What follows belongs to an exercise in optimizing a design on an open flow for small area, a short achievable clock period and few clock cycles per item; a production flow would make more cautious choices.
In this exercise RTL edits were held to simulation tests only and were not proved equivalent to the original.

Setup of before:
==> flow/design.v (excerpt) <==
module rgb_to_hsv_converter_top (
  input  logic        clk,
  input  logic        rst,
  input  logic        push,
  input  logic [31:0] pixel,
  output logic        full,
  output logic        empty,
  input  logic        pop,
  output logic [39:0] hsv
);
  logic en;
  logic s1_vld;
  logic [7:0] s1_alpha;
  logic [7:0] s1_mx;
  logic [7:0] s1_mn;
  logic [7:0] s1_mid;
  logic s1_hq;
  logic [1:0] s1_m3;
  logic s2_vld;
  logic [7:0] s2_alpha;
  logic [7:0] s2_mx;
  logic [7:0] s2_d;
  logic [1:0] s2_hq;
  logic [7:0] s2_hr;
  logic [1:0] s2_m3;
  logic s3_vld;
  logic [7:0] s3_alpha;
  logic [7:0] s3_mx;
  logic [7:0] s3_d;
  logic [3:0] s3_hq;
  logic [7:0] s3_hr;
  logic [1:0] s3_m3;
  logic s4_vld;
  logic [7:0] s4_alpha;
  logic [7:0] s4_mx;
  logic [7:0] s4_d;
  logic [5:0] s4_hq;
  logic [7:0] s4_hr;
  logic [1:0] s4_m3;
  logic [0:0] s4_lb;
  logic s5_vld;
  logic [7:0] s5_alpha;
  logic [7:0] s5_mx;
  logic [7:0] s5_d;
  logic [7:0] s5_hq;
  logic [7:0] s5_hr;
  logic [1:0] s5_m3;
  logic [7:0] s5_sr;
  logic s5_sq;
  logic [1:0] s5_lb;
  logic s6_vld;
  logic [7:0] s6_alpha;
  logic [7:0] s6_mx;
  logic [7:0] s6_d;
  logic [9:0] s6_hq;
  logic [7:0] s6_hr;
  logic [1:0] s6_m3;
  logic [7:0] s6_sr;
  logic [2:0] s6_sq;
  logic [1:0] s6_lb;
  logic s7_vld;
  logic [7:0] s7_alpha;
  logic [7:0] s7_mx;
  logic [7:0] s7_d;
  logic [11:0] s7_hq;
  logic [7:0] s7_hr;
  logic [1:0] s7_m3;
  logic [7:0] s7_sr;
  logic [4:0] s7_sq;
  logic [1:0] s7_lb;
  logic s8_vld;
  logic [7:0] s8_alpha;
  logic [7:0] s8_mx;
  ...
clock: 8.5 ns
lec_check: 0
cap_margin: 20
core_margin: 2
core_utilization: 55
cts_buf_list: sky130_fd_sc_hd__clkbuf_8
place_density: 0.8
setup_slack_margin: 4.0
slew_margin: 20
tns_end_percent: 20
run.sh (not shown) runs the stock make flow with config.mk's settings and CLKGATE_MAP_FILE= SYNTH_SCRIPT=/design/flow/synth_recipe.tcl, a recipe that flattens the netlist after the stock synthesis.
The final layout from before, which completed every stage, passed the timing, DRC and antenna checks at the end of the flow.
Testbench counts of before, summed over its fixed seeds: cycles 8,264, items 8,192.
### before -> after
diff --git a/flow/config.mk b/flow/config.mk
--- a/flow/config.mk
+++ b/flow/config.mk
@@ -10 +10 @@
-export CORE_UTILIZATION = 55
+export CORE_UTILIZATION = 60
@@ -12 +12 @@
-export PLACE_DENSITY = 0.8
+export PLACE_DENSITY = 0.85
@@ -15 +14,0 @@
-export TNS_END_PERCENT = 20
--- outcome ---
In terms of clock insertion delay at the later pin of the skew report, after and before differ only marginally.
When after is set beside before, its number of logic stages on the critical path including buffering turns out to be 12 smaller.
Re number of hold violations in the final report: no difference whatsoever between after and before.
before has a higher first-pass GRT wire length than after.
Against before, after reports a number of clock buffers in the layout that is lower.
Compared with before, cell area in after decreased slightly.
after does better than before on routed wire length.

rgb_to_hsv_converter_top, a different RTL version from the one above (not shown whole).
Size in the first run: roughly 2200 cells after synthesis, roughly 420 flip-flops, ~78 I/O pins, about 25000 sq um of cells after synthesis.
export LEC_CHECK = 0
export CAP_MARGIN = 20
export CORE_MARGIN = 2
export CORE_UTILIZATION = 40
export SLEW_MARGIN = 20
create_clock -name core_clock -period 8.5 [get_ports {clk}]
Testbench counts at the start, summed over its fixed seeds: cycles 8,264, items 8,192.
Change:
Settings changed: SETUP_SLACK_MARGIN set to 4.0.
Area after synthesis does not change.
Setup slack gains 1500 ps.
Final cell count grows by 4.6%.
Via count rose by 4.7%.
First-iteration DRC count goes up by 2.5%.

## static timing again, ports no longer ideal
How much do the figures lean on ideal ports? The routed layouts below were timed once more, with nothing changed but the port constraints. Step 1: set_driving_cell puts a clkbuf_16 on clk and a buf_2 on each other input, an assumption about the parent block. Step 2 adds t to the input delays and takes it off the output delays; t is the mean of the earliest and latest rising clock arrival at the registers after step 1. Input paths then give back, and output paths get back, about the clock's delay inside the block. Slacks: ideal / step 1 / step 2; pairs: ideal / step 1.
run	shift t [ns]	slack for setup (ns)	worst hold slack (ns)	latest minus earliest clock arrival (ns)	worst data-port slew with drivers (ns)
before	0.680	4.033 / 4.033 / 3.565	0.407 / 0.407 / 0.407	0.032 / 0.032	0.04
after	0.662	4.124 / 4.089 / 3.699	0.401 / 0.401 / 0.401	0.033 / 0.034	0.04
the first run of note 2	0.651	2.491 / 2.491 / 2.491	0.416 / 0.416 / 0.416	0.024 / 0.024	0.04
the second run of note 2	0.640	3.954 / 3.954 / 3.954	0.405 / 0.405 / 0.405	0.029 / 0.028	0.05
After both steps setup and hold are still met in every run listed. For before, which loses most, drivers alone change the setup slack by 0.000 ns; drivers and shift together by -0.468 ns.
